What follows belongs to an exercise in optimizing a design on an open flow for small area, a short achievable clock period and few clock cycles per item; a production flow would make more cautious choices.
RTL that was checked went through simulation tests only; none was proved equivalent to the original.
No activity file was given, so power comes from the tool's default toggle rates.

==> flow/design.v <==
package pipe_divider_pkg;
    localparam int W = 32;
endpackage
module pipe_divider_lzc (
    input  logic [31:0] x,
    output logic [5:0]  n
);
    logic [31:0]  z;
    logic [31:0]  nz;
    logic [159:0] c;
    logic [159:0] nc;
    integer       l;
    integer       i;
    always_comb begin
        z  = ~x;
        c  = '0;
        nz = '0;
        nc = '0;
        for (l = 0; l < 5; l = l + 1) begin
            nz = '0;
            nc = '0;
            for (i = 0; i < 16; i = i + 1) begin
                nz[i] = z[2*i+1] & z[2*i];
                nc[i*5 +: 5] = z[2*i+1] ? (c[(2*i)*5 +: 5] | (5'd1 << l)) : c[(2*i+1)*5 +: 5];
            end
            z = nz;
            c = nc;
        end
        n = z[0] ? 6'd32 : {1'b0, c[4:0]};
    end
endmodule
module pipe_divider (
    input  logic        clk,
    input  logic        rst,
    input  logic        in_valid,
    output logic        in_ready,
    input  logic [31:0] dividend,
    input  logic [31:0] divisor,
    output logic        out_valid,
    input  logic        out_ready,
    output logic [31:0] quotient,
    output logic [31:0] remainder,
    output logic        div_by_zero
);
    logic        s_busy;
    logic        s_align;
    logic        s_step;
    logic        s_done;
    logic [31:0] rem;      
    logic [31:0] dv;       
    logic [31:0] q;        
    logic [4:0]  cnt;      
    logic        dz;
    logic [4:0]  ca;       
    logic [4:0]  cb;       
    logic        shz;      
    logic [5:0]  clz_a;
    logic [5:0]  clz_b;
    logic [31:0] a_smear;
    logic        b_zero;
    logic        fin;
    logic        accept;
    logic        leave;
    logic [4:0]  shamt;
    logic        step;
    logic        last;
    logic [31:0] diff;
    logic        ge;
    pipe_divider_lzc u_lzc_a (.x(dividend), .n(clz_a));
    pipe_divider_lzc u_lzc_b (.x(divisor),  .n(clz_b));
    always_comb begin
        a_smear[31] = dividend[31];
        for (int i = 30; i >= 0; i--)
            a_smear[i] = a_smear[i+1] | dividend[i];
    end
    assign b_zero = (divisor == 32'd0);
    assign fin    = b_zero || |(divisor & ~a_smear);
    assign out_valid = s_done;
    assign leave     = s_done && out_ready;
    assign in_ready  = !s_busy || leave;
    assign accept    = in_valid && in_ready;
    assign shamt = cb - ca;
    assign step  = s_step || (s_align && shz);
    assign last  = s_step ? (cnt == 5'd0) : shz;
    assign ge   = rem >= dv;
    assign diff = rem - dv;
    always_ff @(posedge clk or posedge rst)
        if (rst) begin
            s_busy  <= 1'b0;
            s_align <= 1'b0;
            s_step  <= 1'b0;
            s_done  <= 1'b0;
        end else begin
            s_busy  <= (s_busy && !leave) || in_valid;
            s_align <= accept && !fin;
            s_step  <= (s_align && !shz) || (s_step && cnt != 5'd0);
            s_done  <= (accept && fin) || ((s_align || s_step) && last) || (s_done && !out_ready);
        end
    always_ff @(posedge clk) begin
        ca  <= clz_a[4:0];
        cb  <= clz_b[4:0];
        shz <= (clz_a == clz_b);
        if (accept)
            dv <= divisor;
        else if (s_align)
            dv <= dv << shamt;
        else
            dv <= dv >> 1;
        if (s_align)
            cnt <= shamt;
        else
            cnt <= cnt - 5'd1;
    end
    always_ff @(posedge clk) begin
        if (accept) begin
            rem <= dividend;
            q   <= {32{b_zero}};
            dz  <= b_zero;
        end else if (step) begin
            if (ge)
                rem <= diff;
            q   <= {q[30:0], ge};
        end
    end
    assign quotient    = q;
    assign remainder   = rem;
    assign div_by_zero = dz;
endmodule
export LEC_CHECK = 0
export ABC_AREA = 1
export CAP_MARGIN = 20
export CORE_MARGIN = 2
export CORE_UTILIZATION = 40
export CTS_BUF_LIST = sky130_fd_sc_hd__clkbuf_8
export SETUP_SLACK_MARGIN = 2.8
export SLEW_MARGIN = 20
create_clock -name core_clock -period 5.5 [get_ports {clk}]
standard.sh (not shown) runs the stock make flow with config.mk's settings and CLKGATE_MAP_FILE= SYNTH_SCRIPT=/design/flow/synth_recipe.tcl, a recipe that flattens the netlist after the stock synthesis.
==> flow/flow/run.sh <==
#!/bin/bash
# Standard layout (the standard.sh, unchanged synthesis and steps), except that the
# port buffers that global placement inserts use the smallest plain buffer instead of
# the delay buffer buffer_ports picks by default. Each port still gets its own buffer.
set -euo pipefail
export BUFFER_PORTS_ARGS="-buffer_cell sky130_fd_sc_hd__buf_1"
bash standard.sh > standard.log 2>&1
==> next run, changes <==
--- a/flow/design.v
+++ b/flow/design.v
@@ -43,5 +43,5 @@
     output logic        div_by_zero
 );
-    logic        s_busy;
+    logic        s_idle;
     logic        s_align;
     logic        s_step;
@@ -78,5 +78,5 @@
     assign out_valid = s_done;
     assign leave     = s_done && out_ready;
-    assign in_ready  = !s_busy || leave;
+    assign in_ready  = s_idle || leave;
     assign accept    = in_valid && in_ready;
     assign shamt = cb - ca;
@@ -87,10 +87,10 @@
     always_ff @(posedge clk or posedge rst)
         if (rst) begin
-            s_busy  <= 1'b0;
+            s_idle  <= 1'b1;
             s_align <= 1'b0;
             s_step  <= 1'b0;
             s_done  <= 1'b0;
         end else begin
-            s_busy  <= (s_busy && !leave) || in_valid;
+            s_idle  <= (s_idle || leave) && !in_valid;
             s_align <= accept && !fin;
             s_step  <= (s_align && !shz) || (s_step && cnt != 5'd0);
After rerunning:
- The changed run completed without violations
- design area goes down by 2.4%
- synthesized area hardly moves
- via count decreases by 2.4%
- die area is about the same
- clock-buffer cell count falls by 1
- setup slack improves by 0.031 ns
- final cell count is lower by 1.4%
Testbench counts after the change, summed over its fixed seeds: cycles 69,732, items 8,000.
Function not checked in the first run of this note: the RTL went through the layout flow alone.

* * *

## run a
RTL: one of the versions met above, not the one the previous note started from.
Size in the first run: roughly 140 I/O pins.
==> module pipe_divider, before the edit <==
module pipe_divider (
    input  logic        clk,
    input  logic        rst,
    input  logic        in_valid,
    output logic        in_ready,
    input  logic [31:0] dividend,
    input  logic [31:0] divisor,
    output logic        out_valid,
    input  logic        out_ready,
    output logic [31:0] quotient,
    output logic [31:0] remainder,
    output logic        div_by_zero
);
    logic        s_idle;
    logic        s_align;
    logic        s_step;
    logic        s_done;
    logic [31:0] rem;      
    logic [31:0] dv;       
    logic [31:0] q;        
    logic [4:0]  cnt;      
    logic        dz;
    logic [4:0]  ca;       
    logic [4:0]  cb;       
    logic        shz;      
    logic [5:0]  clz_a;
    logic [5:0]  clz_b;
    logic [31:0] a_smear;
    logic        b_zero;
    logic        fin;
    logic        accept;
    logic        leave;
    logic [4:0]  shamt;
    logic        step;
    logic        last;
    logic [31:0] diff;
    logic        ge;
    pipe_divider_lzc u_lzc_a (.x(dividend), .n(clz_a));
    pipe_divider_lzc u_lzc_b (.x(divisor),  .n(clz_b));
    always_comb begin
        a_smear[31] = dividend[31];
        for (int i = 30; i >= 0; i--)
            a_smear[i] = a_smear[i+1] | dividend[i];
    end
    assign b_zero = (divisor == 32'd0);
    assign fin    = b_zero || |(divisor & ~a_smear);
    assign out_valid = s_done;
    assign leave     = s_done && out_ready;
    assign in_ready  = s_idle || leave;
    assign accept    = in_valid && in_ready;
    assign shamt = cb - ca;
    assign step  = s_step || (s_align && shz);
    assign last  = s_step ? (cnt == 5'd0) : shz;
    assign ge   = rem >= dv;
    assign diff = rem - dv;
    always_ff @(posedge clk or posedge rst)
        if (rst) begin
            s_idle  <= 1'b1;
            s_align <= 1'b0;
            s_step  <= 1'b0;
            s_done  <= 1'b0;
        end else begin
            s_idle  <= (s_idle || leave) && !in_valid;
            s_align <= accept && !fin;
            s_step  <= (s_align && !shz) || (s_step && cnt != 5'd0);
            s_done  <= (accept && fin) || ((s_align || s_step) && last) || (s_done && !out_ready);
        end
    always_ff @(posedge clk) begin
        ca  <= clz_a[4:0];
        cb  <= clz_b[4:0];
        shz <= (clz_a == clz_b);
        if (accept)
            dv <= divisor;
        else if (s_align)
            dv <= dv << shamt;
        else
            dv <= dv >> 1;
        if (s_align)
            cnt <= shamt;
        else
            cnt <= cnt - 5'd1;
    end
    always_ff @(posedge clk) begin
        if (accept) begin
            rem <= dividend;
            q   <= {32{b_zero}};
            dz  <= b_zero;
        end else if (step) begin
            if (ge)
                rem <= diff;
            q   <= {q[30:0], ge};
        end
    end
    assign quotient    = q;
    assign remainder   = rem;
    assign div_by_zero = dz;
endmodule
export LEC_CHECK = 0
export ABC_AREA = 1
export CAP_MARGIN = 20
export CORE_MARGIN = 2
export CORE_UTILIZATION = 40
export CTS_BUF_LIST = sky130_fd_sc_hd__clkbuf_8
export SETUP_SLACK_MARGIN = 2.8
export SLEW_MARGIN = 20
create_clock -name core_clock -period 5.5 [get_ports {clk}]
==> flow/flow/run.sh <==
#!/bin/bash
# Standard layout (the standard.sh: same synthesis script and steps), except:
# - the port buffers that global placement inserts use the smallest plain buffer instead
#   of the delay buffer buffer_ports picks by default; each port still gets its own buffer;
# - clock tree synthesis runs without dummy load cells.
set -euo pipefail
export BUFFER_PORTS_ARGS="-buffer_cell sky130_fd_sc_hd__buf_1"
export CTS_ARGS="-sink_clustering_enable -repair_clock_nets -buf_list sky130_fd_sc_hd__clkbuf_8 -dont_use_dummy_load"
bash standard.sh > standard.log 2>&1
The flow did not stop early for run a: all stages ran, and the layout cleared the timing, DRC and antenna checks.
Testbench counts of run a, summed over its fixed seeds: cycles 69,732, items 8,000.
--- input diff run a..run b ---
--- a/flow/design.v
+++ b/flow/design.v
@@ -51,22 +51,24 @@
     logic [31:0] q;        
     logic [4:0]  cnt;      
     logic        dz;
     logic [4:0]  ca;       
     logic [4:0]  cb;       
     logic        shz;      
+    logic        pf;       
     logic [5:0]  clz_a;
     logic [5:0]  clz_b;
     logic [31:0] a_smear;
     logic        b_zero;
     logic        fin;
     logic        accept;
     logic        leave;
     logic [4:0]  shamt;
     logic        step;
     logic        last;
+    logic        finish;
     logic [31:0] diff;
     logic        ge;
     pipe_divider_lzc u_lzc_a (.x(dividend), .n(clz_a));
     pipe_divider_lzc u_lzc_b (.x(divisor),  .n(clz_b));
     always_comb begin
         a_smear[31] = dividend[31];
@@ -79,37 +81,40 @@
     assign leave     = s_done && out_ready;
     assign in_ready  = s_idle || leave;
     assign accept    = in_valid && in_ready;
     assign shamt = cb - ca;
     assign step  = s_step || (s_align && shz);
     assign last  = s_step ? (cnt == 5'd0) : shz;
+    assign finish = (s_align || s_step) && last;
     assign ge   = rem >= dv;
     assign diff = rem - dv;
     always_ff @(posedge clk or posedge rst)
         if (rst) begin
             s_idle  <= 1'b1;
             s_align <= 1'b0;
             s_step  <= 1'b0;
             s_done  <= 1'b0;
+            pf      <= 1'b0;
         end else begin
             s_idle  <= (s_idle || leave) && !in_valid;
-            s_align <= accept && !fin;
-            s_step  <= (s_align && !shz) || (s_step && cnt != 5'd0);
-            s_done  <= (accept && fin) || ((s_align || s_step) && last) || (s_done && !out_ready);
+            s_align <= accept && !fin && !pf;
+            s_step  <= (s_align && !shz) || (s_step && cnt != 5'd0) || (accept && !fin && pf);
+            s_done  <= (accept && fin) || finish || (s_done && !out_ready);
+            pf      <= finish && in_valid;
         end
     always_ff @(posedge clk) begin
         ca  <= clz_a[4:0];
         cb  <= clz_b[4:0];
         shz <= (clz_a == clz_b);
-        if (accept)
+        if ((accept && !pf) || finish)
             dv <= divisor;
-        else if (s_align)
+        else if (s_align || (s_done && pf))
             dv <= dv << shamt;
         else
             dv <= dv >> 1;
-        if (s_align)
+        if (s_align || (s_done && pf))
             cnt <= shamt;
         else
             cnt <= cnt - 5'd1;
     end
     always_ff @(posedge clk) begin
         if (accept) begin
[summary]
Run b vs. run a: final non-filler cell total went up by about 9%. [run b vs run a] share of flip-flops with an asynchronous set or reset after synthesis: higher in run b. Comparing headroom to the max-slew limit for run b and run a, the smaller number came from run a. For starting density of the core, run a and run b come out practically identical. Run a → run b: number of sequential cells higher, part of the power in the clock network now sits lower. Diff run a -> run b: pre-CTS setup slack now sits higher, met1 routing resource usage after global routing saw an increase, power in the clock group picked up an extra about 3%, power share of the sequential group went down by 24 points, number of non-clock inverters grew by about 13%.
Only the layout flow was run in run b; the RTL was not checked for function there.

* * *

pipe_divider, a different RTL version from the one above (not shown whole).
Size in the first run: roughly 1,000 cells after synthesis, ~120 flip-flops, ~140 I/O pins, ~0.0086 mm^2 of cells after synthesis.
==> module pipe_divider, before the edit <==
module pipe_divider (
    input  logic        clk,
    input  logic        rst,
    input  logic        in_valid,
    output logic        in_ready,
    input  logic [31:0] dividend,
    input  logic [31:0] divisor,
    output logic        out_valid,
    input  logic        out_ready,
    output logic [31:0] quotient,
    output logic [31:0] remainder,
    output logic        div_by_zero
);
    localparam logic [1:0] S_IDLE  = 2'd0;
    localparam logic [1:0] S_ALIGN = 2'd1;
    localparam logic [1:0] S_STEP  = 2'd2;
    localparam logic [1:0] S_DONE  = 2'd3;
    logic [1:0]  st;
    logic [31:0] rem;      
    logic [31:0] dv;       
    logic [31:0] q;        
    logic [4:0]  cnt;      
    logic        dz;
    logic [5:0]  ca;       
    logic [5:0]  cb;       
    logic [5:0]  clz_a;
    logic [5:0]  clz_b;
    logic        accept;
    logic        fin;
    logic [4:0]  shamt;
    logic        sh_zero;
    logic        step;
    logic [31:0] diff;
    logic        ge;
    pipe_divider_lzc u_lzc_a (.x(dividend), .n(clz_a));
    pipe_divider_lzc u_lzc_b (.x(divisor),  .n(clz_b));
    assign fin     = dz || (cb < ca);
    assign shamt   = cb[4:0] - ca[4:0];
    assign sh_zero = (cb == ca);
    assign out_valid = (st == S_DONE) || (st == S_ALIGN && fin);
    assign in_ready  = (st == S_IDLE) || (out_valid && out_ready);
    assign accept    = in_valid && in_ready;
    assign step      = (st == S_STEP) || (st == S_ALIGN && !fin && sh_zero);
    assign ge   = rem >= dv;
    assign diff = rem - dv;
    always_ff @(posedge clk or posedge rst)
        if (rst)
            st <= S_IDLE;
        else if (accept)
            st <= S_ALIGN;
        else if (st == S_ALIGN)
            st <= (fin && out_ready) ? S_IDLE : (fin || sh_zero) ? S_DONE : S_STEP;
        else if (st == S_STEP && cnt == 5'd0)
            st <= S_DONE;
        else if (out_valid && out_ready)
            st <= S_IDLE;
    always_ff @(posedge clk) begin
        ca <= clz_a;
        cb <= clz_b;
        if (accept)
            dv <= divisor;
        else if (st == S_ALIGN)
            dv <= dv << shamt;
        else
            dv <= dv >> 1;
        if (st == S_ALIGN)
            cnt <= shamt;
        else
            cnt <= cnt - 5'd1;
    end
    always_ff @(posedge clk) begin
        if (accept) begin
            rem <= dividend;
            q   <= {32{divisor == 32'd0}};
            dz  <= (divisor == 32'd0);
        end else if (step) begin
            if (ge)
                rem <= diff;
            q   <= {q[30:0], ge};
        end
    end
    assign quotient    = q;
    assign remainder   = rem;
    assign div_by_zero = dz;
endmodule
Settings: LEC_CHECK=0, CAP_MARGIN=20, CORE_MARGIN=2, CORE_UTILIZATION=40, SETUP_SLACK_MARGIN=2.5, SLEW_MARGIN=20; clock period 5.5 ns.
run.sh (not shown) runs the stock make flow with config.mk's settings and CLKGATE_MAP_FILE= SYNTH_SCRIPT=/design/flow/synth_recipe.tcl, a recipe that flattens the netlist after the stock synthesis.
Stock flow here: none of the scripts above is used.
Testbench counts at the start, summed over its fixed seeds: cycles 69,732, items 8,000.
Change:
--- a/flow/design.v
+++ b/flow/design.v
@@ -50,62 +50,62 @@
     logic [31:0] rem;      
     logic [31:0] dv;       
     logic [31:0] q;        
     logic [4:0]  cnt;      
     logic        dz;
-    logic [5:0]  ca;       
-    logic [5:0]  cb;       
+    logic [4:0]  sh;       
+    logic        fin;      
+    logic        shz;      
     logic [5:0]  clz_a;
     logic [5:0]  clz_b;
+    logic [6:0]  sh_in;
+    logic        b_zero;
     logic        accept;
-    logic        fin;
-    logic [4:0]  shamt;
-    logic        sh_zero;
     logic        step;
     logic [31:0] diff;
     logic        ge;
     pipe_divider_lzc u_lzc_a (.x(dividend), .n(clz_a));
     pipe_divider_lzc u_lzc_b (.x(divisor),  .n(clz_b));
-    assign fin     = dz || (cb < ca);
-    assign shamt   = cb[4:0] - ca[4:0];
-    assign sh_zero = (cb == ca);
+    assign b_zero = (divisor == 32'd0);
+    assign sh_in  = {1'b0, clz_b} - {1'b0, clz_a};
     assign out_valid = (st == S_DONE) || (st == S_ALIGN && fin);
     assign in_ready  = (st == S_IDLE) || (out_valid && out_ready);
     assign accept    = in_valid && in_ready;
-    assign step      = (st == S_STEP) || (st == S_ALIGN && !fin && sh_zero);
+    assign step      = (st == S_STEP) || (st == S_ALIGN && !fin && shz);
     assign ge   = rem >= dv;
     assign diff = rem - dv;
     always_ff @(posedge clk or posedge rst)
         if (rst)
             st <= S_IDLE;
         else if (accept)
             st <= S_ALIGN;
         else if (st == S_ALIGN)
-            st <= (fin && out_ready) ? S_IDLE : (fin || sh_zero) ? S_DONE : S_STEP;
+            st <= (fin && out_ready) ? S_IDLE : (fin || shz) ? S_DONE : S_STEP;
         else if (st == S_STEP && cnt == 5'd0)
             st <= S_DONE;
         else if (out_valid && out_ready)
             st <= S_IDLE;
     always_ff @(posedge clk) begin
-        ca <= clz_a;
-        cb <= clz_b;
+        sh  <= sh_in[4:0];
+        fin <= b_zero || sh_in[6];
+        shz <= (sh_in[4:0] == 5'd0);
         if (accept)
             dv <= divisor;
         else if (st == S_ALIGN)
-            dv <= dv << shamt;
+            dv <= dv << sh;
         else
             dv <= dv >> 1;
         if (st == S_ALIGN)
-            cnt <= shamt;
+            cnt <= sh;
         else
             cnt <= cnt - 5'd1;
     end
     always_ff @(posedge clk) begin
         if (accept) begin
             rem <= dividend;
-            q   <= {32{divisor == 32'd0}};
-            dz  <= (divisor == 32'd0);
+            q   <= {32{b_zero}};
+            dz  <= b_zero;
         end else if (step) begin
             if (ge)
                 rem <= diff;
             q   <= {q[30:0], ge};
         end
Outcome: The changed run produced a clean layout; utilization is lower by 0.83 points; design area is lower slightly; sequential share of layout area is lower by 0.60 points; clock skew is higher by 0.0034 ns; setup slack gets worse by 0.33 ns; die area is higher slightly; combinational power is higher slightly.
Only the layout flow was run in the second run of this note; the RTL was not checked for function there.

==> separate check: timing with driven ports <==
Ports are ideal in the flow. The routed layouts listed here were re-timed in OpenROAD.
Step 1 assumes that a clkbuf_16 drives the clock port and a buf_2 every other input.
Step 2 times the ports against the registers' clock, not the clock port: input delays grow and output delays shrink by t, the midpoint of the rising clock arrivals with the driver on.
Slacks: no drivers / after step 1 / after step 2; pairs: no drivers / after step 1.
| run | t (ns) | setup WS [ns] | hold WS [ns] |
|---|---|---|---|
| the first run of note 1 | 0.498 | 2.795 / 2.795 / 2.384 | 0.450 / 0.450 / 0.450 |
| the second run of note 1 | 0.504 | 2.826 / 2.802 / 2.429 | 0.464 / 0.457 / 0.464 |
| run a | 0.484 | 2.826 / 2.802 / 2.389 | 0.451 / 0.451 / 0.451 |
| run b | 0.487 | 2.792 / 2.792 / 2.454 | 0.488 / 0.488 / 0.488 |
| the first run of note 3 | 0.481 | 2.247 / 2.199 / 2.017 | 0.512 / 0.512 / 0.512 |
| the second run of note 3 | 0.408 | 1.921 / 1.928 / 1.519 | 0.484 / 0.484 / 0.484 |
After both steps setup and hold are still met in every run listed. For run a, which loses most, drivers alone change the setup slack by -0.024 ns; drivers and shift together by -0.437 ns.
